What follows belongs to an exercise in optimizing a design on an open flow for small area, a short achievable clock period and few clock cycles; a production flow would make more cautious choices.
RTL that was checked went through simulation tests only; none was proved equivalent to the original.
For runs 6 and 7, only the layout was checked, not whether the RTL still works.
Power figures rest on the tool's default switching activity, not on a simulated workload.

==> flow/design.v <==
package paes_pkg;
  localparam int NUM_LEVELS  = 8;
  localparam int LEVEL_DEPTH = 16;
  localparam int ID_BITS     = 8;
  localparam int LVL_W  = (NUM_LEVELS > 1) ? $clog2(NUM_LEVELS) : 1;
  localparam int Q_W    = LVL_W + 1;
  localparam int NQ     = 2 ** Q_W;
  localparam int PTR_W  = $clog2(LEVEL_DEPTH);
  localparam int CNT_W  = $clog2(LEVEL_DEPTH + 1);
  localparam int ADDR_W = Q_W + PTR_W;
  localparam int MEM_DEPTH = 2 ** ADDR_W;
  localparam int CFG_W  = 4;
  localparam int PRIO_W = 3;
  localparam int PRI_IN_W = 4;
  localparam logic [CFG_W-1:0] LEVELS_RESET = CFG_W'(4);
  typedef enum logic {
    OP_ADD  = 1'b0,
    OP_TAKE = 1'b1
  } op_t;
  typedef enum logic [1:0] {
    ST_OK    = 2'd0,
    ST_FULL  = 2'd1,
    ST_RANGE = 2'd2,
    ST_EMPTY = 2'd3
  } status_t;
  typedef struct packed {
    logic             found;
    logic [LVL_W-1:0] level;
  } pick_t;
endpackage
import paes_pkg::*;
module paes_pick (
  input  logic [NUM_LEVELS-1:0] nonempty,
  input  logic [NUM_LEVELS-1:0] mask,
  output logic [NUM_LEVELS-1:0] onehot,
  output logic                  found
);
  logic [NUM_LEVELS-1:0] v;
  logic [NUM_LEVELS-1:0] above;
  assign v = nonempty & mask;
  always_comb begin
    above[NUM_LEVELS-1] = 1'b0;
    for (int l = NUM_LEVELS - 2; l >= 0; l--) begin
      above[l] = above[l+1] | v[l+1];
    end
  end
  assign onehot = v & ~above;
  assign found  = |v;
endmodule
import paes_pkg::*;
module paes_ram #(
  parameter int WIDTH = 8,
  parameter int DEPTH = 16
) (
  input  logic                     clk,
  input  logic                     we,
  input  logic [WIDTH-1:0]         wdata,
  input  logic [$clog2(DEPTH)-1:0] ridx,
  output logic [WIDTH-1:0]         rdata
);
  logic [WIDTH*DEPTH-1:0] mem;
  always_ff @(posedge clk) begin
    if (we) begin
      mem <= {mem[WIDTH*(DEPTH-1)-1:0], wdata};
    end
  end
  assign rdata = mem[ridx*WIDTH +: WIDTH];
endmodule
import paes_pkg::*;
module priority_active_expired_scheduler (
  input  logic                clk,
  input  logic                rst,
  input  logic                cfg_write,
  input  logic [CFG_W-1:0]    cfg_data,
  input  logic                req_valid,
  output logic                req_ready,
  input  logic                req_operation,
  input  logic [ID_BITS-1:0]  req_proc_id,
  input  logic [PRI_IN_W-1:0] req_dynamic_priority,
  input  logic [PRI_IN_W-1:0] req_static_prio,
  output logic                rsp_valid,
  input  logic                rsp_ready,
  output logic [1:0]          rsp_status,
  output logic [ID_BITS-1:0]  rsp_next_id,
  output logic [PRIO_W-1:0]   rsp_priority_now,
  output logic                rsp_banks_swapped
);
  localparam int REQ_W = 1 + ID_BITS + 1 + NUM_LEVELS;
  logic [LVL_W-1:0]      lm1;      
  logic [NUM_LEVELS-1:0] mask;     
  always_ff @(posedge clk) begin
    if (rst) begin
      lm1 <= LVL_W'(LEVELS_RESET - 1);
    end else if (cfg_write) begin
      if (cfg_data == '0) begin
        lm1 <= '0;
      end else if (cfg_data > CFG_W'(NUM_LEVELS)) begin
        lm1 <= LVL_W'(NUM_LEVELS - 1);
      end else begin
        lm1 <= LVL_W'(cfg_data - CFG_W'(1));
      end
    end
  end
  always_comb begin
    for (int l = 0; l < NUM_LEVELS; l++) begin
      mask[l] = LVL_W'(l) <= lm1;
    end
  end
  logic                  stall;
  logic                  acc;
  logic                  i_valid, s_valid, s_free;
  logic [REQ_W-1:0]      i_req, s_req, req_bus;
  logic                  n_expired;
  logic [PRI_IN_W-1:0]   n_stat_m1;
  logic [LVL_W-1:0]      n_lvl;
  logic                  n_ok;
  logic [NUM_LEVELS-1:0] n_lvl_oh;
  assign stall     = rsp_valid && !rsp_ready;
  assign req_ready = s_free;
  assign acc       = req_valid && s_free;
  assign n_expired = req_dynamic_priority[PRI_IN_W-1];
  assign n_stat_m1 = req_static_prio - PRI_IN_W'(1);
  assign n_lvl     = n_expired ? n_stat_m1[LVL_W-1:0] : req_dynamic_priority[LVL_W-1:0];
  assign n_ok      = !(n_expired && n_stat_m1[PRI_IN_W-1]) && mask[n_lvl];
  always_comb begin
    for (int l = 0; l < NUM_LEVELS; l++) begin
      n_lvl_oh[l] = n_ok && (n_lvl == LVL_W'(l));
    end
  end
  assign req_bus = {req_operation, req_proc_id, n_expired, n_lvl_oh};
  always_ff @(posedge clk) begin
    if (rst) begin
      i_valid <= 1'b0;
      s_valid <= 1'b0;
      s_free  <= 1'b1;
    end else begin
      if (!i_valid || !stall) begin
        i_valid <= s_valid || acc;
      end
      s_valid <= s_valid ? stall : (acc && i_valid && stall);
      s_free  <= s_valid ? !stall : !(acc && i_valid && stall);
    end
  end
  always_ff @(posedge clk) begin
    if (!i_valid || !stall) begin
      i_req <= s_valid ? s_req : req_bus;
    end
    if (!s_valid) begin
      s_req <= req_bus;
    end
  end
  logic                  i_take;
  logic [ID_BITS-1:0]    i_id;
  logic                  i_expired;
  logic [NUM_LEVELS-1:0] i_lvl_oh;
  assign {i_take, i_id, i_expired, i_lvl_oh} = i_req;
  logic                  bank;
  logic [CNT_W-1:0]      count [NQ];
  logic [NQ-1:0]         ne, full;    
  logic [NQ-1:0]         inc, pop;
  always_comb begin
    for (int q = 0; q < NQ; q++) begin
      full[q] = count[q][CNT_W-1];
    end
  end
  logic                  a_bank;
  logic [NUM_LEVELS-1:0] a_full_lvl;
  logic                  a_ok, a_full;
  logic [LVL_W-1:0]      a_lvl;
  assign a_bank     = bank ^ i_expired;
  assign a_full_lvl = a_bank ? full[NQ-1:NUM_LEVELS] : full[NUM_LEVELS-1:0];
  assign a_ok       = |i_lvl_oh;
  assign a_full     = |(i_lvl_oh & a_full_lvl);
  always_comb begin
    for (int q = 0; q < NQ; q++) begin
      inc[q] = i_valid && !i_take && i_lvl_oh[q % NUM_LEVELS]
               && (a_bank == (q >= NUM_LEVELS)) && !full[q];
    end
  end
  always_comb begin
    a_lvl = '0;
    for (int l = 0; l < NUM_LEVELS; l++) begin
      if (i_lvl_oh[l]) begin
        a_lvl = a_lvl | LVL_W'(l);
      end
    end
  end
  logic [NUM_LEVELS-1:0] oh0, oh1;
  logic                  found0, found1;
  logic                  use1;
  logic [LVL_W-1:0]      t_lvl;
  logic                  t_swap;
  paes_pick u_pick0 (.nonempty(ne[NUM_LEVELS-1:0]),  .mask(mask), .onehot(oh0), .found(found0));
  paes_pick u_pick1 (.nonempty(ne[NQ-1:NUM_LEVELS]), .mask(mask), .onehot(oh1), .found(found1));
  assign pop[NUM_LEVELS-1:0]  = (i_valid && i_take && (!bank || !found1)) ? oh0 : '0;
  assign pop[NQ-1:NUM_LEVELS] = (i_valid && i_take && ( bank || !found0)) ? oh1 : '0;
  assign use1   = bank ? found1 : !found0;
  assign t_swap = bank ? !found1 : !found0;
  always_comb begin
    t_lvl = '0;
    for (int l = 0; l < NUM_LEVELS; l++) begin
      if (use1 ? oh1[l] : oh0[l]) begin
        t_lvl = t_lvl | LVL_W'(l);
      end
    end
  end
  always_ff @(posedge clk) begin
    if (rst) begin
      bank <= 1'b0;
      for (int q = 0; q < NQ; q++) begin
        count[q] <= '0;
        ne[q]    <= 1'b0;
      end
    end else if (!stall) begin
      if (i_valid && i_take && t_swap) begin
        bank <= ~bank;
      end
      for (int q = 0; q < NQ; q++) begin
        if (pop[q]) begin
          count[q] <= count[q] - CNT_W'(1);
          ne[q]    <= count[q] != CNT_W'(1);
        end else if (inc[q]) begin
          count[q] <= count[q] + CNT_W'(1);
          ne[q]    <= 1'b1;
        end
      end
    end
  end
  logic               r_valid;
  logic [1:0]         r_st;
  logic [LVL_W-1:0]   r_lvl;
  logic               r_sw;
  logic [NQ-1:0]      r_pop;      
  logic [ID_BITS-1:0] w_id;       
  logic [NQ-1:0]      w_en;       
  always_ff @(posedge clk) begin
    if (rst) begin
      r_valid <= 1'b0;
      r_pop   <= '0;
      w_en    <= '0;
    end else begin
      if (!stall) begin
        r_valid <= i_valid;
        r_pop   <= pop;
      end
      w_en <= stall ? '0 : inc;
    end
  end
  always_ff @(posedge clk) begin
    if (!stall) begin
      w_id <= i_take ? '0 : i_id;
      if (i_take) begin
        r_st  <= (found0 || found1) ? ST_OK : ST_EMPTY;
        r_lvl <= t_lvl;
        r_sw  <= t_swap;
      end else begin
        r_st  <= !a_ok ? ST_RANGE : a_full ? ST_FULL : ST_OK;
        r_lvl <= a_lvl;
        r_sw  <= 1'b0;
      end
    end
  end
  logic [ID_BITS-1:0] hd [NQ];
  logic [ID_BITS-1:0] rd;
  for (genvar q = 0; q < NQ; q++) begin : g_q
    paes_ram #(
      .WIDTH (ID_BITS),
      .DEPTH (LEVEL_DEPTH)
    ) u_ram (
      .clk   (clk),
      .we    (w_en[q]),
      .wdata (w_id),
      .ridx  (count[q][PTR_W-1:0]),
      .rdata (hd[q])
    );
  end
  always_comb begin
    rd = '0;
    for (int q = 0; q < NQ; q++) begin
      rd = rd | (hd[q] & {ID_BITS{r_pop[q]}});
    end
  end
  always_ff @(posedge clk) begin
    if (rst) begin
      rsp_valid <= 1'b0;
    end else if (!stall) begin
      rsp_valid <= r_valid;
    end
  end
  always_ff @(posedge clk) begin
    if (!stall) begin
      rsp_status        <= r_st;
      rsp_next_id       <= rd | w_id;
      rsp_priority_now  <= r_lvl;
      rsp_banks_swapped <= r_sw;
    end
  end
endmodule
==> flow/flow/run.sh <==
#!/bin/bash
set -euo pipefail
bash standard.sh finish \
  "CTS_ARGS=-sink_clustering_enable -repair_clock_nets -sink_clustering_size 25 -sink_clustering_max_diameter 60 -dont_use_dummy_load" \
  > standard.log 2>&1
==> flow/standard.sh <==
#!/bin/bash
# synth_recipe.tcl (not shown) runs the flow's synth.tcl, then flattens the netlist and writes it again
# the make line also repeats each setting of config.mk as NAME=value (left out here)
make -C /OpenROAD-flow-scripts/flow DESIGN_CONFIG=/design/flow/config.mk WORK_HOME=/design/flow/orfs CLKGATE_MAP_FILE= SYNTH_SCRIPT=/design/flow/synth_recipe.tcl "${@:-finish}"
==> flow/config.mk <==
export PLATFORM = sky130hd
export DESIGN_NAME = priority_active_expired_scheduler
export DESIGN_NICKNAME = priority_active_expired_scheduler
export VERILOG_FILES = /design/flow/design.v
export SDC_FILE = /design/flow/constraint.sdc
export NUM_CORES = 4
export LEC_CHECK = 0
export CAP_MARGIN = 20
export CORE_MARGIN = 2
export CORE_UTILIZATION = 40
export CTS_CLUSTER_DIAMETER = 60
export CTS_CLUSTER_SIZE = 25
export SETUP_SLACK_MARGIN = 4.5
export SLEW_MARGIN = 20
==> flow/constraint.sdc <==
create_clock -name core_clock -period 7.5 [get_ports {clk}]
set_input_delay 1.5000 -clock core_clock [delete_from_list [all_inputs] [get_ports {clk}]]
set_output_delay 1.5000 -clock core_clock [all_outputs]
set_load 0.01 [all_outputs]
==> reports/results.ini, run 1 <==
[run]
drv_cap = 0

[clock_tree]
cts_tree = built
cts_sinks = 2249
cts_root_buffer = clkbuf_16
htree_levels = 4
cts_inserted_buffers = 150
cts.path.max_buffers = 3
clk_pin_slew_worst_paths_ns = 0.09
worst_skew_pair.late_latency_ns = 0.82
holdBufCountCts = 0

[critical_path]
crit_required_ns = 6.00
crit_buf_inv = 1
cp-start-kind = flop
end_kind = primary output
path_delay_family = flip-flops
timing.reg2reg.worst_path_depth = 6
reg2reg_from = count[13][0]
crit_arrival_ns = 1.57
path_cells = buf_2
path_class = reg2out
reg2reg_to = rsp_next_id[5]
cp_slowest_stage_delay_ns = 0.55
cp_max_fo = 1
r2r_slack_ns = 4.50
crit_slowest_cell = edfxtp_1

[pwr]
p_clk_share_pct = 34.7
leakage_nw = 28.4
p_switching_mw = 4.17
intPower_mw = 17.2
powerDensity_nw_per_um2 = 220
swShare_pct = 19.5
ir_drop_mv = 0.241
pwr-share-seq_pct = 63.7
comb_power_share_pct = 1.6
p_total_mw = 21.4

[grt]
grt_max_degree = 97
grt_pass1_wl_mm = 286
track_usage_pct = 17.1
grt_pass1_vias = 41400
top_usage_layer = met2
grtUsageMet3_pct = 3.63
antenna_found_initial = 16
grt-ovfl-total = 0
met1_usage_pct = 25.4
grt_util_met2_pct = 25.6

[logic_synthesis]
synth_warnings = 6
ys_types = 63
ys_seq_area_share_pct = 74.9
syn_nets = 4307
ys_seq_elements = 2249
synthFlopType = edfxtp_1
async_reset_ff_share_pct = 0
syn_inst = 4231
synth_edf_count = 2094
avgSynthCellArea_um2 = 20.8
synthesis.area_um2 = 88200

[sta]
setup_tns_ns = 0
fmax_mhz = 326
hold_viol = 0
relSlewSlack_pct = 31.4
setup_violations = 0
period_share_pct = 41.0
setup_ws_ns = 4.43
clock-skew-final_ns = 0.0912
fin_crit_ns = 3.07
grt_setup_unrepaired = true
slew_viol_final = 0
tightest_slew_ns = 1.03

[die]
std_cell_rows = 172
dieHeight_um = 473
io_pins = 42
die_w_um = 473
die-area_um2 = 224000
core_area_um2 = 219000
start_util_pct = 40.2

[min_path]
whs_endpoint = g_q[7].u_ram.mem[53]
hold_start = g_q[7].u_ram.mem[45]
hp-class = reg2reg
min_delay_path_depth = 0

[detailed_routing]
totalWireLength_mm = 194
wl_per_cell_um = 27.0
drtPass1Iterations = 6
ant_nets = 0
dr_total_vias = 42000
avgViaCountPerCell = 5.83
drc = 0
dr.first_iter.drc_count = 5288

[finish]
final_nets = 4403
layout_common_cells = edfxtp_1, mux4_2, clkbuf_16
drive_above_1_share_pct = 24.9
syn_to_final_growth_pct = 10.0
layout_commonest_cell = edfxtp_1

[place]
dp_hpwl_mm = 118
place_ws_ns = 3.19
gp_congestion = 0.859
port_buffers = 41

[run_status]
status = no timing/DRC/antenna violations

[metrics by stage]
| step | instances | hold slack (ns) | util, % | instance area, µm² |
|---|---|---|---|---|
| 6_report | 7206 | 0.385 | 44.2 | 97000 |
| 3_3_place_gp | 6984 | 0.407 | 41.9 | 91900 |
| 2_1_floorplan | 4231 | 0.400 | - | 88200 |
| 4_1_cts | 7169 | 0.385 | 44.0 | 96500 |
| 3_5_place_dp | 6984 | 0.407 | 41.9 | 91900 |
| 5_1_grt | 7196 | 0.388 | 44.2 | 97000 |
[synthesized netlist by cell type (all sizes together), types with 22 or more instances]
master | count | area [µm²]
o21ai | 31 | 155
dfxtp | 155 | 3100
nor3 | 35 | 175
o22ai | 43 | 288
nand3 | 53 | 265
nand2b | 27 | 176
xnor2 | 22 | 193
nor2 | 153 | 587
buf | 105 | 502
a22oi | 40 | 300
a21oi | 87 | 435
mux2i | 89 | 891
nand4 | 33 | 206
ha | 50 | 626
nand2 | 70 | 263
o2111ai | 32 | 280
clkbuf | 147 | 552
mux2 | 69 | 777
nor2b | 62 | 388
edfxtp | 2094 | 62900
inv | 45 | 169
mux4 | 596 | 13400
a211oi | 42 | 315
[metal layers]
metal | vias to the layer above | routed length (µm)
li1 | 17700 | -
met1 | 22400 | 84000
met2 | 1643 | 89400
met3 | 275 | 15800
met4 | 2 | 4980
met5 | - | 51
[flip-flops by register name (all words and copies together) (netlist names), 8 cells and up]
signal and count:
count 80, s_req 18, g_q.u_ram.mem 2048, w_id 8, w_en 16, r_pop 16, ne 16, i_req 18
rsp_next_id 8
[timing repair]
item,CTS,global route
endpoints found under the setup margin,149,66
gates cloned,7,4
endpoints found under the hold margin,0,0
buffers inserted,28,23
gates resized for setup,175,28
pin swaps,6,6
[cell families after synthesis]
kind of cell    after synthesis  share of synthesized area, %
xor+xnor                     24                         0.238
flops                      2249                          74.9
simple gates                503                          2.95
compound gates              353                          2.74
fa+ha+maj                    51                         0.721
buf+inv                     297                          1.39
mux                         754                          17.1
[worst max-delay path by stage]
stage,endpoint,slack (ns),depth (start not counted),start
finish,rsp_next_id[3],4.43,1,rsp_next_id[3]
global route,rsp_next_id[3],4.33,1,rsp_next_id[3]
CTS,rsp_next_id[7],4.35,1,rsp_next_id[7]
detailed placement,count[8][4],3.19,8,rsp_ready
global placement,count[8][4],3.25,8,rsp_ready
floorplan,i_req[7],4.51,7,req_static_prio[0]
[power by group through the flow]
stage | Sequential [mW] | Clock (mW) | Combinational [mW]
after floorplan | 13.9 | 0 | 0.163
after global placement | 13.9 | 0 | 0.324
after detailed placement | 13.9 | 0 | 0.327
after CTS | 13.6 | 7.68 | 0.336
after global routing | 13.6 | 8.09 | 0.365
final | 13.6 | 7.42 | 0.347
[area by class of cell]
class | instances | area (µm²)
diodes | 10 | 25.0
inverters | 45 | 176
well taps | 2871 | 3590
flip-flops and latches | 2249 | 66100
repair buffers | 193 | 2040
fillers | 18200 | 122000
multi-input cells | 1688 | 21300
clock buffers | 150 | 3750
Testbench counts, summed over its fixed seeds: cycles 19,272.
==> inputs of run 2 (changes only) <==
--- a/flow/config.mk
+++ b/flow/config.mk
@@ -13,2 +13,3 @@
 export SETUP_SLACK_MARGIN = 4.5
 export SLEW_MARGIN = 20
+export TNS_END_PERCENT = 5
==> reports/results.ini, run 2 <==
[logic_synthesis]
yosys.area.top_type = edfxtp_1  ; unchanged
ys_top_cells_by_area = edfxtp_1, mux4_2, dfxtp_1  ; unchanged
synthesis.area_um2 = 88200  ; unchanged
ys_seq_area_share_pct = 74.9  ; unchanged
syn_inst = 4231  ; unchanged
synthFlopType = edfxtp_1  ; unchanged
synth_top_area_share_pct = 71.3  ; unchanged
ys_types = 63  ; unchanged
syn_nets = 4307  ; unchanged
synth_commonest_cells = edfxtp_1, mux4_2, dfxtp_1, nor2_1, clkbuf_1  ; unchanged
ys_seq_elements = 2249  ; unchanged
async_reset_ff_share_pct = 0  ; unchanged
synth_edf_count = 2094  ; unchanged
synthMostInstantiatedCell = edfxtp_1  ; unchanged
synth_warnings = 6  ; unchanged
avgSynthCellArea_um2 = 20.8  ; unchanged

[clock_tree]
holdBufCountCts = 0  ; unchanged
cts.path.max_buffers = 3  ; unchanged
cts_tree = built  ; unchanged
cts_root_buffer = clkbuf_16  ; unchanged
cts_inserted_buffers = 143  ; was 150
cts_sinks = 2249  ; unchanged
worst_skew_pair.late_latency_ns = 0.83  ; was 0.82 ns
clk_pin_slew_worst_paths_ns = 0.09  ; about the same
htree_levels = 4  ; unchanged

[die]
start_util_pct = 40.2  ; unchanged
dieHeight_um = 473  ; unchanged
die-area_um2 = 224000  ; unchanged
die_w_um = 473  ; unchanged
core_area_um2 = 219000  ; unchanged
std_cell_rows = 172  ; unchanged
io_pins = 42  ; unchanged

[critical_path]
cp_common_cell = buf_4
crit_arrival_ns = 3.80  ; was 1.57 ns
crit_slowest_cell = a222oi_1  ; was edfxtp_1
path_cells = buf_4 -> or2_4 -> a222oi_1 -> buf_4 -> clkdlybuf4s15_2 -> buf_4 -> and3_1 -> a31oi_1 -> a21oi_1 -> mux2_2  ; was buf_2
cp-start-kind = flop  ; unchanged
cp_max_fo = 14  ; was 1
crit_required_ns = 8.16  ; was 6.00 ns
end_kind = flop  ; was primary output
path_class = reg2reg  ; was reg2out
cp_slowest_stage_delay_ns = 0.46  ; was 0.55 ns

[sta]
fin_crit_ns = 3.14  ; was 3.07 ns
tightest_slew_ns = 1.07  ; was 1.03 ns
period_share_pct = 41.9  ; was 41.0%
hold_viol = 0  ; unchanged
grt_setup_unrepaired = true  ; unchanged
clock-skew-final_ns = 0.0873  ; was 0.0912 ns
setup_tns_ns = 0  ; unchanged
fmax_mhz = 318  ; was 326 MHz
setup_violations = 0  ; unchanged
relSlewSlack_pct = 28.5  ; was 31.4%
slew_viol_final = 0  ; unchanged

[min_path]
hp-class = reg2reg  ; unchanged

[detailed_routing]
dr_total_vias = 42000  ; about the same
wl_per_cell_um = 26.9  ; was 27.0 µm
drtPass1Iterations = 6  ; unchanged
totalWireLength_mm = 193  ; was 194 mm
ant_nets = 0  ; unchanged
dr.first_iter.drc_count = 5246  ; was 5288
avgViaCountPerCell = 5.85  ; was 5.83
drc = 0  ; unchanged

[grt]
grt-ovfl-total = 0  ; unchanged
met1_usage_pct = 25.7  ; was 25.4%
grt_max_degree = 100  ; was 97
grt_pass1_vias = 40900  ; was 41400
top_usage_layer = met1  ; was met2
antenna_found_initial = 11  ; was 16
grtUsageMet3_pct = 2.76  ; was 3.63%
grt_pass1_wl_mm = 283  ; was 286 mm
grt_util_met2_pct = 25.2  ; was 25.6%
track_usage_pct = 16.9  ; was 17.1%

[pwr]
ir_drop_mv = 0.229  ; was 0.241 mV
powerDensity_nw_per_um2 = 219  ; was 220 nW/µm²
p_total_mw = 21.2  ; was 21.4 mW
leakage_nw = 28.2  ; was 28.4 nW

[finish]
drive_above_1_share_pct = 23.9  ; was 24.9%
layout_common_cells = edfxtp_1, mux4_2, nor2_1  ; was edfxtp_1, mux4_2, clkbuf_16
n_fill_cell = 18300  ; was 18200
final_nets = 4383  ; was 4403
seq_area_um2 = 66100  ; about the same
syn_to_final_growth_pct = 9.54  ; was 10.0%
layout_commonest_cell = edfxtp_1  ; unchanged
multi_input_area_um2 = 21200  ; was 21300 µm²
reg.largest.list = g_q.u_ram.mem (2048), count (80)  ; unchanged
largest_reg_flops = 2048  ; unchanged
max_flop_register = g_q.u_ram.mem  ; unchanged

[place]
port_buffers = 41  ; unchanged
gp_congestion = 0.877  ; was 0.859
dp_hpwl_mm = 118  ; about the same

[run]
drv_cap = 0  ; unchanged

[run_status]
status = no timing/DRC/antenna violations  ; unchanged

run 2: path summary, 6_finish.rpt:
check / start / endpoint / slack (ns) / cells after the start
setup / recovery: lm1[0] / count[2][2] / 4.36 / 10
hold / removal: g_q[9].u_ram.mem[18] / g_q[9].u_ram.mem[26] / 0.38 / 0
setup reg to reg: lm1[0] / count[2][2] / 4.36 / 10
hold reg to reg: g_q[9].u_ram.mem[18] / g_q[9].u_ram.mem[26] / 0.38 / 0
run 2: timing repair:
| action | 4_1_cts | 5_1_grt |
|---|---|---|
| gates cloned | 4 | 5 |
| pin swaps | 7 | 3 |
| endpoints found under the setup margin | 143 | 109 |
| buffers inserted | 15 | 29 |
| gates resized for setup | 100 | 33 |
run 2: layout make-up:
| type | instances | area share [%] |
|---|---|---|
| diodes | 2 | 0.00518 |
| clock buffers | 143 | 3.71 |
| inverters | 45 | 0.183 |
| multi-input cells | 1686 | 21.9 |
| flip-flops and latches | 2249 | 68.5 |
| well taps | 2871 | 3.72 |
| repair buffers | 182 | 1.99 |
run 2: cells by family after synthesis:
kind of cell    share of synthesized area [%]
flops                                    74.9
mux                                      17.1
simple gates                             2.95
compound gates                           2.74
buf+inv                                  1.39
fa+ha+maj                               0.721
xor+xnor                                0.238
run 2: critical path: cells and delay by family (launching register included):
kind	cells	cell delay [ns]
buffers and inverters	4	0.80
AO/OA/AOI/OAI	3	0.89
AND/OR/NAND/NOR	2	0.62
flip-flops	1	0.31
multiplexers	1	0.35
run 2: through the flow:
stage	area, µm²	instances	setup WS [ns]	utilization, %	hold slack, ns
floorplan	88200	4231	3.93	-	0.400
global placement	91900	6979	3.27	41.9	0.405
detailed placement	91900	6979	3.23	41.9	0.410
CTS	96000	7141	4.24	43.8	0.384
global route	96600	7177	4.31	44.0	0.399
finish	96600	7178	4.36	44.0	0.383
run 2: power by group:
group          total (mW)  leakage [nW]  internal, mW  switching (mW)
combinational       0.333          6.21         0.117           0.216
sequential           13.6          20.2          13.6          0.0658
clock                7.22          1.76          3.38            3.84
run 2: per-layer routing:
metal,share of wire [%],wire (µm)
met2,46,88400
met4,2.7,5190
met5,0,0
met3,6.4,12400
met1,45,86800
==> inputs of run 3 (changes only) <==
--- a/flow/config.mk
+++ b/flow/config.mk
@@ -11,5 +11,5 @@
 export CTS_CLUSTER_DIAMETER = 60
 export CTS_CLUSTER_SIZE = 25
-export SETUP_SLACK_MARGIN = 4.5
+export SETUP_SLACK_MARGIN = 4.7
 export SLEW_MARGIN = 20
 export TNS_END_PERCENT = 5
==> reports/results.ini, run 3 <==
[run_status]
status = no timing/DRC/antenna violations  ; unchanged

[pwr]
leakage_nw = 28.5  ; was 28.2 nW
powerDensity_nw_per_um2 = 220  ; was 219 nW/µm²
intPower_mw = 17.2  ; was 17.0 mW
p_clk_share_pct = 34.6  ; was 34.1%
pwr-share-seq_pct = 63.8  ; was 64.3%
ir_drop_mv = 0.220  ; was 0.229 mV
comb_power_share_pct = 1.6  ; about the same
p_switching_mw = 4.16  ; was 4.12 mW
swShare_pct = 19.5  ; about the same

[grt]
grt_pass1_vias = 41900  ; was 40900
grt_max_degree = 123  ; was 100
grt-ovfl-total = 0  ; unchanged
track_usage_pct = 17.2  ; was 16.9%
grt_pass1_wl_mm = 288  ; was 283 mm
antenna_found_initial = 14  ; was 11

[sta]
hold_viol = 0  ; unchanged
period_share_pct = 40.7  ; was 41.9%
relSlewSlack_pct = 27.7  ; was 28.5%
tightest_slew_ns = 1.08  ; was 1.07 ns
slew_viol_final = 0  ; unchanged
grt_setup_unrepaired = true  ; unchanged
setup_violations = 0  ; unchanged
setup_tns_ns = 0  ; unchanged
clock-skew-final_ns = 0.0898  ; was 0.0873 ns
fin_crit_ns = 3.05  ; was 3.14 ns
fmax_mhz = 328  ; was 318 MHz

[logic_synthesis]
synth_commonest_cells = edfxtp_1, mux4_2, dfxtp_1, nor2_1, clkbuf_1  ; unchanged
yosys.area.top_type = edfxtp_1  ; unchanged
synth_compound_area_share_pct = 2.74  ; unchanged
synth_edf_count = 2094  ; unchanged
async_reset_ff_share_pct = 0  ; unchanged
synth_top_area_share_pct = 71.3  ; unchanged
ys_types = 63  ; unchanged
synthXorXnorAreaFrac_pct = 0.238  ; unchanged
synth_top_family_by_area = multiplexers  ; unchanged
synthesis.area_um2 = 88200  ; unchanged
syn_nets = 4307  ; unchanged
ys_seq_elements = 2249  ; unchanged
avgSynthCellArea_um2 = 20.8  ; unchanged
ys_top_cells_by_area = edfxtp_1, mux4_2, dfxtp_1  ; unchanged
ys_seq_area_share_pct = 74.9  ; unchanged
synthFlopType = edfxtp_1  ; unchanged
synthMuxAreaShare_pct = 17.1  ; unchanged
synth-adder-area-share_pct = 0.721  ; unchanged
synth_warnings = 6  ; unchanged
synthMostInstantiatedCell = edfxtp_1  ; unchanged
syn_inst = 4231  ; unchanged
synth-simple-area-share_pct = 2.95  ; unchanged

[critical_path]
crit_buf_inv = 1  ; was 4
cp-start-kind = flop  ; unchanged
cp_slowest_stage_delay_ns = 0.58  ; was 0.46 ns
path_cells = buf_2  ; was buf_4 -> or2_4 -> a222oi_1 -> buf_4 -> clkdlybuf4s15_2 -> buf_4 -> and3_1 -> a31oi_1 -> a21oi_1 -> mux2_2
path_delay_family = flip-flops  ; was compound AO/OA/AOI/OAI gates
crit_slowest_cell = edfxtp_1  ; was a222oi_1
crit_arrival_ns = 1.55  ; was 3.80 ns
crit_required_ns = 6.00  ; was 8.16 ns
path_class = reg2out  ; was reg2reg
cp_max_fo = 1  ; was 14
end_kind = primary output  ; was flop

[detailed_routing]
totalWireLength_mm = 195  ; was 193 mm
ant_nets = 0  ; unchanged
drc = 0  ; unchanged
dr_total_vias = 42400  ; was 42000
dr.first_iter.drc_count = 5767  ; was 5246
drtPass1Iterations = 6  ; unchanged
avgViaCountPerCell = 5.86  ; was 5.85
wl_per_cell_um = 27.0  ; was 26.9 µm

[die]
std_cell_rows = 172  ; unchanged
die_w_um = 473  ; unchanged
core_area_um2 = 219000  ; unchanged
io_pins = 42  ; unchanged
start_util_pct = 40.2  ; unchanged
dieHeight_um = 473  ; unchanged
die-area_um2 = 224000  ; unchanged

[clock_tree]
cts_root_buffer = clkbuf_16  ; unchanged
cts_inserted_buffers = 149  ; was 143
worst_skew_pair.late_latency_ns = 0.83  ; about the same
cts_tree = built  ; unchanged
holdBufCountCts = 0  ; unchanged
htree_levels = 4  ; unchanged
cts.path.max_buffers = 3  ; unchanged
clk_pin_slew_worst_paths_ns = 0.09  ; about the same
cts_sinks = 2249  ; unchanged

[place]
port_buffers = 41  ; unchanged
dp_hpwl_mm = 119  ; was 118 mm
gp_congestion = 0.906  ; was 0.877

[finish]
drive_above_1_share_pct = 25.3  ; was 23.9%
max_flop_register = g_q.u_ram.mem  ; unchanged
reg.largest.list = g_q.u_ram.mem (2048), count (80)  ; unchanged
final_util_pct = 44.3  ; was 44.0%
final_nets = 4416  ; was 4383
layout_common_cells = edfxtp_1, mux4_2, clkbuf_16  ; was edfxtp_1, mux4_2, nor2_1
n_fill_cell = 18300  ; about the same
layout_commonest_cell = edfxtp_1  ; unchanged
syn_to_final_growth_pct = 10.3  ; was 9.54%
largest_reg_flops = 2048  ; unchanged

[min_path]
hp-class = reg2reg  ; unchanged

[run]
drv_cap = 0  ; unchanged

==> run 3: cell counts after synthesis <==
No cell type changed its count.
==> run 3: path summary, 6_finish.rpt <==
check	startpoint	to	slack, ns	depth (start not counted)
worst min-delay path	g_q[13].u_ram.mem[102]	g_q[13].u_ram.mem[110]	0.37	0
worst min register to register	g_q[13].u_ram.mem[102]	g_q[13].u_ram.mem[110]	0.37	0
worst max-delay path	rsp_next_id[2]	rsp_next_id[2]	4.45	1
worst max register to register	count[14][0]	rsp_next_id[5]	4.45	7
==> run 3: layout make-up <==
class / count / area, µm² / area share [%]
clock buffer: 149 / 3730 / 3.83
timing repair buffer: 207 / 2270 / 2.34
tap: 2871 / 3590 / 3.69
antenna: 17 / 42.5 / 0.0437
multi-input combinational: 1687 / 21300 / 21.9
timing repair inverter: 1 / 8.76 / 0.00901
inverter: 45 / 185 / 0.190
sequential: 2249 / 66100 / 68.0
==> run 3: logic make-up after synthesis <==
logic type / Yosys count
flip-flops: 2249
multiplexers: 754
AND/OR/NAND/NOR: 503
AO/OA/AOI/OAI: 353
buffers and inverters: 297
adder cells (fa/ha/maj): 51
XOR/XNOR: 24
==> run 3: timing repair <==
item                       CTS  global route
gates resized for setup    193            13
buffers inserted            51            17
setup endpoints to repair  170           146
cloned                      11             2
pin swaps                   14             4
==> run 3: routing by layer <==
| layer | vias up | wire length, µm | GRT usage [%] | part of all wire [%] |
|---|---|---|---|---|
| met2 | 1671 | 88500 | 25.2 | 45 |
| li1 | 17700 | - | - | - |
| met3 | 321 | 14400 | 3.05 | 7.4 |
| met5 | - | 0 | 0 | 0 |
| met1 | 22600 | 86400 | 26.2 | 44 |
| met4 | 0 | 5940 | 5.39 | 3.0 |
==> run 3: through the flow <==
stage | hold WS, ns | instance area (µm²) | cells | total power [mW] | setup WS (ns)
floorplan | 0.400 | 88200 | 4231 | 14.0 | 3.93
global placement | 0.404 | 91900 | 6978 | 14.2 | 2.84
detailed placement | 0.410 | 91900 | 6978 | 14.2 | 3.34
CTS | 0.353 | 96900 | 7189 | 21.6 | 4.39
global route | 0.366 | 97200 | 7210 | 22.0 | 4.38
finish | 0.372 | 97300 | 7226 | 21.4 | 4.45
==> run 3: power by group through the flow <==
| stage | clock network [mW] | registers (mW) | logic (mW) |
|---|---|---|---|
| 2_1_floorplan | 0 | 13.9 | 0.163 |
| 3_3_place_gp | 0 | 13.9 | 0.325 |
| 3_5_place_dp | 0 | 13.9 | 0.326 |
| 4_1_cts | 7.65 | 13.6 | 0.342 |
| 5_1_grt | 8.05 | 13.6 | 0.368 |
| 6_report | 7.38 | 13.6 | 0.351 |
==> inputs of run 4 (changes only) <==
--- a/flow/config.mk
+++ b/flow/config.mk
@@ -8,8 +8,7 @@
 export CAP_MARGIN = 20
 export CORE_MARGIN = 2
-export CORE_UTILIZATION = 40
+export CORE_UTILIZATION = 50
 export CTS_CLUSTER_DIAMETER = 60
 export CTS_CLUSTER_SIZE = 25
-export SETUP_SLACK_MARGIN = 4.7
+export SETUP_SLACK_MARGIN = 4.5
 export SLEW_MARGIN = 20
-export TNS_END_PERCENT = 5
==> reports/results.ini, run 4 <==
[run_status]
status = no timing/DRC/antenna violations  ; unchanged

[critical_path]
crit_arrival_ns = 3.57  ; was 1.55 ns
cp_slowest_stage_delay_ns = 0.54  ; was 0.58 ns
path_cells = clkbuf_8 -> mux4_2 -> mux4_2 -> a22oi_2 -> nand4_1 -> nand4b_1  ; was buf_2
cp_common_cell = mux4_2
r2r_slack_ns = 4.43  ; was 4.45 ns
crit_required_ns = 8.00  ; was 6.00 ns
reg2reg_from = count[6][0]  ; was count[14][0]
cp_max_fo = 21  ; was 1
cp-start-kind = flop  ; unchanged
crit_buf_inv = 1  ; unchanged
reg2reg_to = rsp_next_id[2]  ; was rsp_next_id[5]
path_delay_family = multiplexers  ; was flip-flops
end_kind = flop  ; was primary output
cp_num_cells = 6  ; was 1
setup.worst_path.start = count[6][0]  ; was rsp_next_id[2]
timing.reg2reg.worst_path_depth = 6  ; was 7
crit_end = rsp_next_id[2]  ; unchanged
path_class = reg2reg  ; was reg2out
crit_slowest_cell = mux4_2  ; was edfxtp_1

[place]
gp_congestion = 0.879  ; was 0.906
dp_hpwl_mm = 116  ; was 119 mm
port_buffers = 41  ; unchanged

[logic_synthesis]
ys_seq_elements = 2249  ; unchanged
avgSynthCellArea_um2 = 20.8  ; unchanged
synthFlopType = edfxtp_1  ; unchanged
syn_inst = 4231  ; unchanged
synth_warnings = 6  ; unchanged
synthesis.area_um2 = 88200  ; unchanged
async_reset_ff_share_pct = 0  ; unchanged
synth_commonest_cells = edfxtp_1, mux4_2, dfxtp_1, nor2_1, clkbuf_1  ; unchanged
syn_nets = 4307  ; unchanged
ys_types = 63  ; unchanged
ys_top_cells_by_area = edfxtp_1, mux4_2, dfxtp_1  ; unchanged
synth_top_area_share_pct = 71.3  ; unchanged
synthMostInstantiatedCell = edfxtp_1  ; unchanged
synth_edf_count = 2094  ; unchanged
yosys.area.top_type = edfxtp_1  ; unchanged
ys_seq_area_share_pct = 74.9  ; unchanged

[grt]
grt_max_degree = 96  ; was 123
grt-ovfl-total = 0  ; unchanged
track_usage_pct = 21.1  ; was 17.2%
antenna_found_initial = 16  ; was 14
grt_pass1_wl_mm = 280  ; was 288 mm
grt_pass1_vias = 40900  ; was 41900

[min_path]
hp-class = reg2reg  ; unchanged

[finish]
layout_common_cells = edfxtp_1, mux4_2, clkbuf_16  ; unchanged
drive_above_1_share_pct = 24.5  ; was 25.3%
final_util_pct = 54.6  ; was 44.3%
layout_commonest_cell = edfxtp_1  ; unchanged
n_fill_cell = 13300  ; was 18300
largest_reg_flops = 2048  ; unchanged
reg.largest.list = g_q.u_ram.mem (2048), count (80)  ; unchanged
final_nets = 4383  ; was 4416
syn_to_final_growth_pct = 8.94  ; was 10.3%
max_flop_register = g_q.u_ram.mem  ; unchanged

[detailed_routing]
dr_total_vias = 41900  ; was 42400
ant_nets = 0  ; unchanged
avgViaCountPerCell = 6.30  ; was 5.86
totalWireLength_mm = 191  ; was 195 mm
dr.first_iter.drc_count = 5384  ; was 5767
drtPass1Iterations = 5  ; was 6
wl_per_cell_um = 28.7  ; was 27.0 µm
drc = 0  ; unchanged

[sta]
fmax_mhz = 326  ; was 328 MHz
clock-skew-final_ns = 0.0764  ; was 0.0898 ns
relSlewSlack_pct = 27.1  ; was 27.7%
period_share_pct = 40.9  ; was 40.7%
tightest_slew_ns = 1.09  ; was 1.08 ns
setup_violations = 0  ; unchanged
holdWs_ns = 0.387  ; was 0.372 ns
setup_tns_ns = 0  ; unchanged
fin_crit_ns = 3.07  ; was 3.05 ns
grt_setup_unrepaired = true  ; unchanged
hold_viol = 0  ; unchanged
slew_viol_final = 0  ; unchanged

[pwr]
ir_drop_mv = 0.227  ; was 0.220 mV
powerDensity_nw_per_um2 = 222  ; was 220 nW/µm²
leakage_nw = 28.2  ; was 28.5 nW

[die]
start_util_pct = 50.2  ; was 40.2%
io_pins = 42  ; unchanged
die_w_um = 424  ; was 473 µm
die-area_um2 = 180000  ; was 224000 µm²
dieHeight_um = 424  ; was 473 µm
std_cell_rows = 154  ; was 172
core_area_um2 = 176000  ; was 219000 µm²

[clock_tree]
cts_sinks = 2249  ; unchanged
cts_tree = built  ; unchanged
clk_pin_slew_worst_paths_ns = 0.09  ; about the same
cts_inserted_buffers = 148  ; was 149
htree_levels = 4  ; unchanged
holdBufCountCts = 0  ; unchanged
worst_skew_pair.late_latency_ns = 0.81  ; was 0.83 ns
cts.path.max_buffers = 3  ; unchanged
cts_root_buffer = clkbuf_16  ; unchanged

[run]
drv_cap = 0  ; unchanged

run 4: kinds of logic (layout without fill, tap and decap cells):
group | Yosys count | count (layout) | share of synthesized area [%]
buffers and inverters | 297 | 369 | 1.39
muxes | 754 | 754 | 17.1
AOI/OAI and AO/OA | 353 | 355 | 2.74
other | 0 | 3 | 0
and+or+nand+nor | 503 | 503 | 2.95
xor gates and xnor gates | 24 | 24 | 0.238
DFF | 2249 | 2249 | 74.9
adders and majority gates | 51 | 51 | 0.721
run 4: layout make-up:
type | count | area [µm²] | share of cell area (%)
antenna | 3 | 7.51 | 0.00782
clock buffer | 148 | 3700 | 3.86
inverter | 45 | 181 | 0.189
multi-input combinational | 1687 | 21200 | 22.1
sequential | 2249 | 66100 | 68.8
tap | 2340 | 2930 | 3.05
timing repair buffer | 175 | 1890 | 1.97
timing repair inverter | 1 | 8.76 | 0.00912
run 4: repair_timing:
action / in CTS / in global routing
pin swaps: 8 / 3
resized for setup: 154 / 28
cloned: 8 / 5
endpoints found under the setup margin: 111 / 55
setup buffers: 11 / 22
run 4: worst min path at each step:
| stage | endpoint | slack (ns) | startpoint | cells after the start |
|---|---|---|---|---|
| floorplan | rsp_banks_swapped | 0.40 | r_sw | 0 |
| global placement | rsp_status[0] | 0.41 | r_st[0] | 0 |
| detailed placement | rsp_status[0] | 0.41 | r_st[0] | 0 |
| CTS | g_q[13].u_ram.mem[91] | 0.39 | g_q[13].u_ram.mem[83] | 0 |
| global route | g_q[13].u_ram.mem[91] | 0.39 | g_q[13].u_ram.mem[83] | 0 |
| finish | g_q[13].u_ram.mem[91] | 0.39 | g_q[13].u_ram.mem[83] | 0 |
run 4: worst reg2reg max path: cells and delay by family (launching register included):
kind                   cells  cell delay, ns
AND/OR/NAND/NOR            2            0.73
buffers and inverters      1            0.29
AO/OA/AOI/OAI              1            0.36
flip-flops                 1            0.33
multiplexers               2            1.08
run 4: per-stage QoR:
stage / worst slack, ns / power, mW / instance area (µm²) / std cells
global placement: 3.34 / 14.2 / 91200 / 6450
floorplan: 4.51 / 14.0 / 88200 / 4231
CTS: 4.39 / 21.5 / 95600 / 6617
finish: 4.43 / 21.3 / 96000 / 6648
detailed placement: 3.32 / 14.2 / 91200 / 6450
global route: 4.40 / 22.0 / 96000 / 6646
run 4: per-layer routing:
metal	track usage, %	vias to the layer above	wire, µm
met2	30.5	1538	86200
met4	6.10	2	5110
met5	0	-	13
met1	33.0	22400	85100
met3	3.90	254	14200
li1	-	17700	-
run 4: power by group:
part	internal [mW]	switching, mW	total (mW)	leakage, nW
clock	3.49	3.84	7.33	1.82
combinational	0.116	0.211	0.327	6.19
sequential	13.6	0.0640	13.6	20.2
total	17.2	4.12	21.3	28.2
==> inputs of run 5 (changes only) <==
==> flow/flow/run.sh (replaced) <==
#!/bin/bash
set -euo pipefail
bash standard.sh finish \
  "CTS_ARGS=-sink_clustering_enable -repair_clock_nets -sink_clustering_size 30 -sink_clustering_max_diameter 70 -dont_use_dummy_load" \
  > standard.log 2>&1
--- a/flow/config.mk
+++ b/flow/config.mk
@@ -8,7 +8,8 @@
 export CAP_MARGIN = 20
 export CORE_MARGIN = 2
-export CORE_UTILIZATION = 50
-export CTS_CLUSTER_DIAMETER = 60
-export CTS_CLUSTER_SIZE = 25
+export CORE_UTILIZATION = 40
+export CTS_CLUSTER_DIAMETER = 70
+export CTS_CLUSTER_SIZE = 30
 export SETUP_SLACK_MARGIN = 4.5
 export SLEW_MARGIN = 20
+export TNS_END_PERCENT = 5
==> reports/results.ini, run 5 <==
[die]
dieHeight_um = 473  ; was 424 µm
die-area_um2 = 224000  ; was 180000 µm²
std_cell_rows = 172  ; was 154
start_util_pct = 40.2  ; was 50.2%
core_area_um2 = 219000  ; was 176000 µm²
io_pins = 42  ; unchanged
die_w_um = 473  ; was 424 µm

[sta]
setup_violations = 0  ; unchanged
fin_crit_ns = 3.11  ; was 3.07 ns
relSlewSlack_pct = 29.6  ; was 27.1%
clock-skew-final_ns = 0.0727  ; was 0.0764 ns
fmax_mhz = 322  ; was 326 MHz
setup_tns_ns = 0  ; unchanged
hold_viol = 0  ; unchanged
slew_viol_final = 0  ; unchanged
period_share_pct = 41.4  ; was 40.9%
tightest_slew_ns = 1.06  ; was 1.09 ns
grt_setup_unrepaired = true  ; unchanged

[detailed_routing]
dr_total_vias = 41700  ; was 41900
wl_per_cell_um = 26.7  ; was 28.7 µm
avgViaCountPerCell = 5.84  ; was 6.30
drtPass1Iterations = 6  ; was 5
dr.first_iter.drc_count = 5409  ; was 5384
totalWireLength_mm = 191  ; about the same
drc = 0  ; unchanged
ant_nets = 0  ; unchanged

[critical_path]
cp-start-kind = flop  ; unchanged
crit_slowest_cell = edfxtp_1  ; was mux4_2
crit_arrival_ns = 1.61  ; was 3.57 ns
end_kind = primary output  ; was flop
cp_slowest_stage_delay_ns = 0.54  ; about the same
path_cells = clkdlybuf4s15_1  ; was clkbuf_8 -> mux4_2 -> mux4_2 -> a22oi_2 -> nand4_1 -> nand4b_1
path_class = reg2out  ; was reg2reg
crit_buf_inv = 1  ; unchanged
crit_required_ns = 6.00  ; was 8.00 ns
path_delay_family = flip-flops  ; was multiplexers
cp_max_fo = 2  ; was 21

[clock_tree]
cts_root_buffer = clkbuf_16  ; unchanged
worst_skew_pair.late_latency_ns = 0.80  ; was 0.81 ns
cts_tree = built  ; unchanged
holdBufCountCts = 0  ; unchanged
cts_sinks = 2249  ; unchanged
cts_inserted_buffers = 113  ; was 148
clk_pin_slew_worst_paths_ns = 0.10  ; was 0.09 ns
cts.path.max_buffers = 3  ; unchanged
htree_levels = 3  ; was 4

[place]
port_buffers = 41  ; unchanged
dp_hpwl_mm = 118  ; was 116 mm
gp_congestion = 0.877  ; was 0.879
dpl-instance-area_um2 = 91900  ; was 91200 µm²

[grt]
grt_pass1_vias = 40500  ; was 40900
grt-ovfl-total = 0  ; unchanged
grt_max_degree = 100  ; was 96
antenna_found_initial = 13  ; was 16
grt_pass1_wl_mm = 280  ; about the same
track_usage_pct = 16.7  ; was 21.1%

[finish]
layout_common_cells = edfxtp_1, mux4_2, nor2_1  ; was edfxtp_1, mux4_2, clkbuf_16
largest_reg_flops = 2048  ; unchanged
max_flop_register = g_q.u_ram.mem  ; unchanged
final_nets = 4339  ; was 4383
stdcell_area_um2 = 95700  ; was 96000 µm²
drive_above_1_share_pct = 23.2  ; was 24.5%
layout_commonest_cell = edfxtp_1  ; unchanged
reg.largest.list = g_q.u_ram.mem (2048), count (80)  ; unchanged
syn_to_final_growth_pct = 8.54  ; was 8.94%

[logic_synthesis]
synthFlopType = edfxtp_1  ; unchanged
synthMuxAreaShare_pct = 17.1  ; unchanged
ys_types = 63  ; unchanged
ys_seq_elements = 2249  ; unchanged
ys_seq_area_share_pct = 74.9  ; unchanged
syn_nets = 4307  ; unchanged
synth_edf_count = 2094  ; unchanged
syn_inst = 4231  ; unchanged
synth-simple-area-share_pct = 2.95  ; unchanged
synthMostInstantiatedCell = edfxtp_1  ; unchanged
synthesis.area_um2 = 88200  ; unchanged
yosys.area.top_type = edfxtp_1  ; unchanged
synth-adder-area-share_pct = 0.721  ; unchanged
ys_top_cells_by_area = edfxtp_1, mux4_2, dfxtp_1  ; unchanged
synth_commonest_cells = edfxtp_1, mux4_2, dfxtp_1, nor2_1, clkbuf_1  ; unchanged
async_reset_ff_share_pct = 0  ; unchanged
avgSynthCellArea_um2 = 20.8  ; unchanged
synth_top_family_by_area = multiplexers  ; unchanged
synth_warnings = 6  ; unchanged
synth_compound_area_share_pct = 2.74  ; unchanged
synth_top_area_share_pct = 71.3  ; unchanged
synthXorXnorAreaFrac_pct = 0.238  ; unchanged

[min_path]
hp-class = reg2reg  ; unchanged

[pwr]
ir_drop_mv = 0.209  ; was 0.227 mV
powerDensity_nw_per_um2 = 212  ; was 222 nW/µm²
leakage_nw = 27.7  ; was 28.2 nW

[run]
drv_cap = 0  ; unchanged

[run_status]
status = no timing/DRC/antenna violations  ; unchanged

## run 5: timing repair
item / 4_1_cts / 5_1_grt
setup buffers: 6 / 25
setup endpoints to repair: 142 / 112
resized for setup: 105 / 32
hold endpoints to repair: 0 / 0
pin swaps: 6 / 4
gates cloned: 2 / 6
## run 5: metal layers
layer / share of wire, % / vias to the layer above / track usage, % / wire length (µm)
li1: - / 17600 / - / -
met1: 45 / 22500 / 25.6 / 85900
met2: 46 / 1399 / 25.0 / 87300
met3: 6.5 / 235 / 2.36 / 12300
met4: 2.7 / 0 / 4.54 / 5210
met5: 0 / - / 0 / 0
## run 5: kinds of logic (layout without fill, tap and decap cells)
kind of cell    after synthesis  count (layout)
other cells                   0              11
mux                         754             754
flops                      2249            2249
simple gates                503             503
fa+ha+maj                    51              51
buf+inv                     297             326
compound gates              353             354
xor+xnor                     24              24
## run 5: per-stage QoR
| stage | instances | hold WS (ns) | util (%) | setup slack, ns | total power [mW] |
|---|---|---|---|---|---|
| finish | 7143 | 0.379 | 43.6 | 4.39 | 20.3 |
| CTS | 7100 | 0.377 | 43.4 | 4.28 | 20.5 |
| global route | 7135 | 0.399 | 43.6 | 4.34 | 20.9 |
| detailed placement | 6979 | 0.410 | 41.9 | 3.23 | 14.2 |
| floorplan | 4231 | 0.400 | - | 3.93 | 14.0 |
| global placement | 6979 | 0.405 | 41.9 | 3.27 | 14.2 |
## run 5: area by class of cell
cell class                 count  area, µm²
antenna                       11       27.5
clock buffer                 113       2830
fill                       18400     124000
inverter                      45        176
multi-input combinational   1686      21200
sequential                  2249      66100
tap                         2871       3590
timing repair buffer         168       1780
## run 5: power breakdown
part           total (mW)  switching (mW)  leakage (nW)  internal [mW]
combinational       0.332           0.214          6.12          0.118
clock                6.34            3.67          1.39           2.67
sequential           13.6          0.0669          20.2           13.5
## run 5: worst paths after layout
path                                startpoint  slack [ns]             endpoint  cells after the start
worst max-delay path            rsp_next_id[7]        4.39       rsp_next_id[7]                      1
worst min register to register        r_lvl[0]        0.38  rsp_priority_now[0]                      0
worst min-delay path                  r_lvl[0]        0.38  rsp_priority_now[0]                      0
worst max register to register     count[8][0]        4.41       rsp_next_id[5]                      6
==> inputs of run 6 (changes only) <==
--- a/flow/design.v
+++ b/flow/design.v
@@ -87,22 +87,16 @@
 );
   localparam int REQ_W = 1 + ID_BITS + 1 + NUM_LEVELS;
-  logic [LVL_W-1:0]      lm1;      
-  logic [NUM_LEVELS-1:0] mask;     
+  logic [NUM_LEVELS-1:0] mask;
+  logic [NUM_LEVELS-1:0] cfg_mask;
+  always_comb begin
+    for (int l = 0; l < NUM_LEVELS; l++) begin
+      cfg_mask[l] = (l == 0) || (cfg_data > CFG_W'(l));
+    end
+  end
   always_ff @(posedge clk) begin
     if (rst) begin
-      lm1 <= LVL_W'(LEVELS_RESET - 1);
+      mask <= NUM_LEVELS'((1 << LEVELS_RESET) - 1);
     end else if (cfg_write) begin
-      if (cfg_data == '0) begin
-        lm1 <= '0;
-      end else if (cfg_data > CFG_W'(NUM_LEVELS)) begin
-        lm1 <= LVL_W'(NUM_LEVELS - 1);
-      end else begin
-        lm1 <= LVL_W'(cfg_data - CFG_W'(1));
-      end
-    end
-  end
-  always_comb begin
-    for (int l = 0; l < NUM_LEVELS; l++) begin
-      mask[l] = LVL_W'(l) <= lm1;
+      mask <= cfg_mask;
     end
   end
@@ -191,6 +185,6 @@
   logic [LVL_W-1:0]      t_lvl;
   logic                  t_swap;
-  paes_pick u_pick0 (.nonempty(ne[NUM_LEVELS-1:0]),  .mask(mask), .onehot(oh0), .found(found0));
-  paes_pick u_pick1 (.nonempty(ne[NQ-1:NUM_LEVELS]), .mask(mask), .onehot(oh1), .found(found1));
+  paes_pick u_pick0 (.nonempty(ne[NUM_LEVELS-1:0]),  .mask('1), .onehot(oh0), .found(found0));
+  paes_pick u_pick1 (.nonempty(ne[NQ-1:NUM_LEVELS]), .mask('1), .onehot(oh1), .found(found1));
   assign pop[NUM_LEVELS-1:0]  = (i_valid && i_take && (!bank || !found1)) ? oh0 : '0;
   assign pop[NQ-1:NUM_LEVELS] = (i_valid && i_take && ( bank || !found0)) ? oh1 : '0;
@@ -212,4 +206,8 @@
         ne[q]    <= 1'b0;
       end
+    end else if (cfg_write) begin
+      for (int q = 0; q < NQ; q++) begin
+        ne[q] <= (count[q] != '0) && cfg_mask[q % NUM_LEVELS];
+      end
     end else if (!stall) begin
       if (i_valid && i_take && t_swap) begin
@@ -288,11 +286,17 @@
     end
   end
+  localparam int RSP_W = 2 + ID_BITS + PRIO_W + 1;
+  logic [RSP_W-1:0] rsp_q, rsp_h, rsp_n;
+  assign rsp_n = {r_st, rd | w_id, r_lvl, r_sw};
   always_ff @(posedge clk) begin
     if (!stall) begin
-      rsp_status        <= r_st;
-      rsp_next_id       <= rd | w_id;
-      rsp_priority_now  <= r_lvl;
-      rsp_banks_swapped <= r_sw;
+      rsp_h <= rsp_n;
+    end
+    if (rst) begin
+      rsp_q <= '0;
+    end else begin
+      rsp_q <= stall ? rsp_h : rsp_n;
     end
   end
+  assign {rsp_status, rsp_next_id, rsp_priority_now, rsp_banks_swapped} = rsp_q;
 endmodule
==> flow/run.sh (new file) <==
#!/bin/bash
# synth_recipe.tcl (not shown) runs the flow's synth.tcl, then flattens the netlist and writes it again
# the make line also repeats each setting of config.mk as NAME=value (left out here)
make -C /OpenROAD-flow-scripts/flow DESIGN_CONFIG=/design/flow/config.mk WORK_HOME=/design/flow/orfs CLKGATE_MAP_FILE= SYNTH_SCRIPT=/design/flow/synth_recipe.tcl finish
--- a/flow/config.mk
+++ b/flow/config.mk
@@ -9,7 +9,6 @@
 export CORE_MARGIN = 2
 export CORE_UTILIZATION = 40
-export CTS_CLUSTER_DIAMETER = 70
-export CTS_CLUSTER_SIZE = 30
-export SETUP_SLACK_MARGIN = 4.5
+export CTS_CLUSTER_DIAMETER = 60
+export CTS_CLUSTER_SIZE = 25
+export SETUP_SLACK_MARGIN = 4.8
 export SLEW_MARGIN = 20
-export TNS_END_PERCENT = 5
removed: flow/flow/run.sh
removed: flow/standard.sh
==> reports/results.ini, run 6 <==
[run_status]
status = no timing/DRC/antenna violations  ; unchanged

[detailed_routing]
dr_total_vias = 52100  ; was 41700
drtPass1Iterations = 6  ; unchanged
ant_nets = 0  ; unchanged
totalWireLength_mm = 303  ; was 191 mm
drc = 0  ; unchanged
dr.first_iter.drc_count = 8333  ; was 5409
avgViaCountPerCell = 6.18  ; was 5.84
wl_per_cell_um = 36.0  ; was 26.7 µm

[critical_path]
reg2reg_from = count[2][2]  ; was count[8][0]
cp-start-kind = flop  ; unchanged
r2r_slack_ns = 4.54  ; was 4.41 ns
reg2reg_to = rsp_q[10]  ; was rsp_next_id[5]
cp_max_fo = 14  ; was 2
setup.worst_path.start = count[2][2]  ; was rsp_next_id[7]
cp_slowest_stage_delay_ns = 0.74  ; was 0.54 ns
crit_buf_inv = 0  ; was 1
path_delay_family = compound AO/OA/AOI/OAI gates  ; was flip-flops
timing.reg2reg.worst_path_depth = 6  ; unchanged
end_kind = flop  ; was primary output
path_cells = and3b_2 -> a22oi_2 -> o211ai_1 -> a31oi_4 -> nor4b_4 -> a211oi_1  ; was clkdlybuf4s15_1
crit_arrival_ns = 3.66  ; was 1.61 ns
crit_slowest_cell = dfxtp_1  ; was edfxtp_1
crit_required_ns = 8.20  ; was 6.00 ns
path_class = reg2reg  ; was reg2out

[sta]
fin_crit_ns = 2.96  ; was 3.11 ns
fmax_mhz = 338  ; was 322 MHz
relSlewSlack_pct = 23.3  ; was 29.6%
hold_viol = 0  ; unchanged
slew_viol_final = 0  ; unchanged
grt_setup_unrepaired = true  ; unchanged
clock-skew-final_ns = 0.0420  ; was 0.0727 ns
tightest_slew_ns = 1.15  ; was 1.06 ns
setup_violations = 0  ; unchanged
setup_ws_ns = 4.54  ; was 4.39 ns
period_share_pct = 39.4  ; was 41.4%
holdWs_ns = 0.420  ; was 0.379 ns
setup_tns_ns = 0  ; unchanged

[die]
dieHeight_um = 477  ; was 473 µm
std_cell_rows = 173  ; was 172
core_area_um2 = 222000  ; was 219000 µm²
io_pins = 42  ; unchanged
die-area_um2 = 228000  ; was 224000 µm²
die_w_um = 477  ; was 473 µm
start_util_pct = 40.3  ; was 40.2%

[finish]
drive_above_1_share_pct = 25.2  ; was 23.2%
reg.largest.list = g_q.u_ram.mem (2048), count (80)  ; unchanged
syn_to_final_growth_pct = 16.6  ; was 8.54%
layout_common_cells = edfxtp_1, mux2i_1, mux4_2  ; was edfxtp_1, mux4_2, nor2_1
finalNonFillerCells = 8418  ; was 7143
seq_area_um2 = 66400  ; was 66100 µm²
final_nets = 5387  ; was 4339
layout_commonest_cell = edfxtp_1  ; unchanged
final_util_pct = 46.9  ; was 43.6%
max_flop_register = g_q.u_ram.mem  ; unchanged
largest_reg_flops = 2048  ; unchanged
multi_input_area_um2 = 23800  ; was 21200 µm²
n_fill_cell = 18600  ; was 18400
stdcell_area_um2 = 104000  ; was 95700 µm²

[clock_tree]
clk_pin_slew_worst_paths_ns = 0.10  ; about the same
htree_levels = 4  ; was 3
cts.path.max_buffers = 3  ; unchanged
cts_root_buffer = clkbuf_16  ; unchanged
cts_tree = built  ; unchanged
cts_sinks = 2267  ; was 2249
cts_inserted_buffers = 157  ; was 113
holdBufCountCts = 0  ; unchanged
worst_skew_pair.late_latency_ns = 0.86  ; was 0.80 ns

[logic_synthesis]
async_reset_ff_share_pct = 0  ; unchanged
ys_types = 88  ; was 63
syn_nets = 5117  ; was 4307
ys_seq_area_share_pct = 74.0  ; was 74.9%
yosys.area.top_type = edfxtp_1  ; unchanged
ys_seq_elements = 2267  ; was 2249
synthMostInstantiatedCell = edfxtp_1  ; unchanged
ys_top_cells_by_area = edfxtp_1, mux4_2, mux2i_1  ; was edfxtp_1, mux4_2, dfxtp_1
synth_top_area_share_pct = 69.8  ; was 71.3%
synthFlopType = edfxtp_1  ; unchanged
avgSynthCellArea_um2 = 17.8  ; was 20.8 µm²
syn_inst = 5026  ; was 4231
synth_edf_count = 2080  ; was 2094
synthesis.area_um2 = 89500  ; was 88200 µm²
synth_warnings = 6  ; unchanged
synth_commonest_cells = edfxtp_1, mux2i_1, mux4_2, nor2_1, o22ai_1  ; was edfxtp_1, mux4_2, dfxtp_1, nor2_1, clkbuf_1

[grt]
grt_pass1_vias = 48300  ; was 40500
antenna_found_initial = 29  ; was 13
grt-ovfl-total = 0  ; unchanged
top_usage_layer = met2  ; was met1
grt_util_met2_pct = 37.2  ; was 25.0%
grt_pass1_wl_mm = 408  ; was 280 mm
track_usage_pct = 26.0  ; was 16.7%
met1_usage_pct = 36.7  ; was 25.6%
grtUsageMet3_pct = 6.60  ; was 2.36%
grt_max_degree = 89  ; was 100

[pwr]
intPower_mw = 18.4  ; was 16.3 mW
ir_drop_mv = 0.237  ; was 0.209 mV
p_clk_share_pct = 40.3  ; was 31.3%
powerDensity_nw_per_um2 = 229  ; was 212 nW/µm²
p_total_mw = 23.9  ; was 20.3 mW
leakage_nw = 31.8  ; was 27.7 nW
pwr-share-seq_pct = 57.3  ; was 67.1%
p_switching_mw = 5.56  ; was 3.95 mW
swShare_pct = 23.2  ; was 19.5%
comb_power_share_pct = 2.4  ; was 1.6%

[min_path]
min_delay_path_depth = 0  ; unchanged
whs_endpoint = g_q[9].u_ram.mem[21]  ; was rsp_priority_now[0]
hold_start = g_q[9].u_ram.mem[13]  ; was r_lvl[0]
hp-class = reg2reg  ; unchanged

[place]
numPlacedInstances = 7889  ; was 6979
gp_congestion = 1.04  ; was 0.877
dp_hpwl_mm = 210  ; was 118 mm
place_ws_ns = 3.03  ; was 3.23 ns
dpl-instance-area_um2 = 93700  ; was 91900 µm²
port_buffers = 41  ; unchanged

[run]
drv_cap = 0  ; unchanged

-- run 6: worst max-delay path by stage --
stage          cells after the start              to  slack [ns]
2_1_floorplan                      7        i_req[7]        4.53
3_3_place_gp                       6     count[9][1]        3.00
3_5_place_dp                       6     count[9][1]        3.03
4_1_cts                            1  rsp_next_id[7]        4.55
5_1_grt                            1  rsp_next_id[7]        4.57
6_report                           6       rsp_q[10]        4.54
-- run 6: cell type report --
class / instances / share of cell area [%]
Sequential cell: 2267 / 63.7
Multi-Input combinational cell: 2432 / 22.8
Timing Repair Buffer: 383 / 4.18
Clock buffer: 163 / 3.87
Tap cell: 2975 / 3.57
Clock inverter: 128 / 1.63
Inverter: 53 / 0.234
Antenna cell: 15 / 0.0360
Timing Repair inverter: 2 / 0.0168
-- run 6: what timing repair did --
item,in CTS,in global routing
endpoints found under the setup margin,209,64
pin swaps,65,33
buffers inserted,150,49
cloned,20,3
gates resized for setup,555,84
-- run 6: metal layers --
metal | part of all wire (%) | vias up
li1 | - | 21000
met5 | 0.035 | -
met4 | 5.9 | 18
met2 | 43 | 3142
met3 | 11 | 595
met1 | 40 | 27300
-- run 6: power by group through the flow --
stage / Sequential, mW / Clock (mW) / Combinational, mW
after floorplan: 14.0 / 0 / 0.251
final: 13.7 / 9.64 / 0.569
after detailed placement: 14.0 / 0 / 0.455
after global placement: 14.0 / 0 / 0.455
after CTS: 13.7 / 9.77 / 0.546
after global routing: 13.7 / 10.2 / 0.584
-- run 6: kinds of logic after synthesis --
| logic type | after synthesis | synth area share (%) |
|---|---|---|
| compound gates | 606 | 4.44 |
| xor+xnor | 45 | 0.440 |
| fa+ha+maj | 65 | 0.909 |
| buf+inv | 328 | 1.52 |
| flops | 2267 | 74.0 |
| mux | 831 | 13.3 |
| simple gates | 884 | 5.45 |
==> inputs of run 7 (changes only) <==
--- a/flow/config.mk
+++ b/flow/config.mk
@@ -13,2 +13,3 @@
 export SETUP_SLACK_MARGIN = 4.8
 export SLEW_MARGIN = 20
+export TNS_END_PERCENT = 5
==> reports/results.ini, run 7 <==
[sta]
period_share_pct = 40.1  ; was 39.4%
setup_ws_ns = 4.49  ; was 4.54 ns
slew_viol_final = 0  ; unchanged
tightest_slew_ns = 1.28  ; was 1.15 ns
setup_violations = 0  ; unchanged
fmax_mhz = 332  ; was 338 MHz

[detailed_routing]
avgViaCountPerCell = 6.22  ; was 6.18
dr.first_iter.drc_count = 8935  ; was 8333
drtPass1Iterations = 7  ; was 6
ant_nets = 0  ; unchanged
dr_total_vias = 52100  ; about the same
drc = 0  ; unchanged
totalWireLength_mm = 296  ; was 303 mm

[clock_tree]
cts_sinks = 2267  ; unchanged
clk_pin_slew_worst_paths_ns = 0.09  ; was 0.10 ns
cts_root_buffer = clkbuf_16  ; unchanged

[logic_synthesis]
synth_warnings = 6  ; unchanged
ys_top_cells_by_area = edfxtp_1, mux4_2, mux2i_1  ; unchanged
yosys.area.top_type = edfxtp_1  ; unchanged
ys_types = 88  ; unchanged
ys_seq_elements = 2267  ; unchanged
synth_top_area_share_pct = 69.8  ; unchanged
synth_edf_count = 2080  ; unchanged
synthMostInstantiatedCell = edfxtp_1  ; unchanged

[critical_path]
crit_arrival_ns = 3.68  ; was 3.66 ns
r2r_slack_ns = 4.49  ; was 4.54 ns
crit_required_ns = 8.17  ; was 8.20 ns
timing.reg2reg.worst_path_depth = 7  ; was 6
cp_max_fo = 19  ; was 14
cp-start-kind = flop  ; unchanged
reg2reg_from = count[2][3]  ; was count[2][2]
path_class = reg2reg  ; unchanged

[place]
port_buffers = 41  ; unchanged
gp_congestion = 1.06  ; was 1.04
place_ws_ns = 3.02  ; was 3.03 ns

[finish]
drive_above_1_share_pct = 23.1  ; was 25.2%
max_flop_register = g_q.u_ram.mem  ; unchanged
n_fill_cell = 18700  ; was 18600
layout_commonest_cell = edfxtp_1  ; unchanged
final_nets = 5343  ; was 5387
layout_common_cells = edfxtp_1, mux2i_1, mux4_2  ; unchanged

[run_status]
status = no timing/DRC/antenna violations  ; unchanged

[grt]
track_usage_pct = 25.4  ; was 26.0%
grt_max_degree = 90  ; was 89
antenna_found_initial = 23  ; was 29
grt-ovfl-total = 0  ; unchanged

[pwr]
leakage_nw = 31.3  ; was 31.8 nW

[min_path]
whs_endpoint = g_q[1].u_ram.mem[11]  ; was g_q[9].u_ram.mem[21]

[die]
start_util_pct = 40.3  ; unchanged

[run 7: cell types whose count changed in the layout (fill, tap and decap cells not counted), moves of 7 or more]
cell / delta
buf_4: -29
buf_2: +14
clkinv_8: -13
buf_6: -12
buf_12: -10
nor4_1: +9
clkbuf_1: +8
dfxtp_4: -8
mux2i_2: -8
o21ai_2: -8
mux2i_1: +7
o21ai_1: +7
[run 7: layout make-up]
| type | count | share of cell area (%) |
|---|---|---|
| Antenna cell | 14 | 0.0340 |
| Clock buffer | 167 | 3.84 |
| Timing Repair Buffer | 345 | 3.75 |
| Tap cell | 2975 | 3.61 |
| Clock inverter | 115 | 1.40 |
| Multi-Input combinational cell | 2432 | 22.7 |
| Inverter | 53 | 0.230 |
| Timing Repair inverter | 1 | 0.00485 |
| Sequential cell | 2267 | 64.4 |
[run 7: worst max-delay path by stage]
stage	from	to	slack [ns]	cells after the start
CTS	rsp_q[11]	rsp_next_id[7]	4.53	1
floorplan	w_en[10]	g_q[10].u_ram.mem[0]	3.93	0
global route	count[14][0]	rsp_q[11]	4.57	7
finish	count[2][3]	rsp_q[10]	4.49	7
global placement	rsp_ready	count[2][4]	3.03	9
detailed placement	rsp_ready	count[2][4]	3.02	9
[run 7: what timing repair did]
action,in CTS,in global routing
buffers inserted,158,13
pin swaps,53,5
setup endpoints to repair,213,140
gates cloned,17,3
resized for setup,511,45
[run 7: layer usage]
metal  global-route usage, %  vias to the layer above  routed length [µm]
met4                    15.5                       10               21800
met2                    36.1                     3425              126000
met1                    35.4                    27200              115000
li1                        -                    20800                   -
met3                    5.90                      628               33400
met5                       0                        -                  67
[run 7: cell families (layout without fill, tap and decap cells)]
group / Yosys count / in the layout / share of synthesized area [%]
AND/OR/NAND/NOR: 884 / 885 / 5.45
buffers and inverters: 328 / 681 / 1.52
flip-flops: 2267 / 2267 / 74.0
XOR/XNOR: 45 / 45 / 0.440
other: 0 / 14 / 0
adder cells (fa/ha/maj): 65 / 65 / 0.909
multiplexers: 831 / 831 / 13.3
AO/OA/AOI/OAI: 606 / 606 / 4.44
[run 7: through the flow]
step	instances	utilization, %	area (µm²)
3_3_place_gp	7880	42.0	93400
6_report	8369	46.4	103000
4_1_cts	8338	46.2	103000
5_1_grt	8361	46.4	103000
2_1_floorplan	5026	-	89500
3_5_place_dp	7881	42.1	93500
[run 7: worst max-delay path, cell delays in order (launching register included)]
cell	delay, ns
dfxtp_1	0.48
buf_8	0.24
mux4_2	0.39
a22oi_2	0.48
o211ai_1	0.32
a31oi_2	0.46
nor4b_4	0.31
a211oi_1	0.13
[run 7: report_power, final]
group	total (mW)	leakage, nW	internal [mW]	switching [mW]
Combinational	0.553	8.33	0.200	0.354
Clock	9.27	2.60	4.34	4.93
Sequential	13.7	20.4	13.6	0.0771

Check on run 7: ideal ports give 4.490 ns setup slack; a clkbuf_16 on the clock port and buf_2 on the inputs give 4.475 ns; moving port delays by the midpoint clock arrival (0.935 ns) as well gives 3.734 ns.
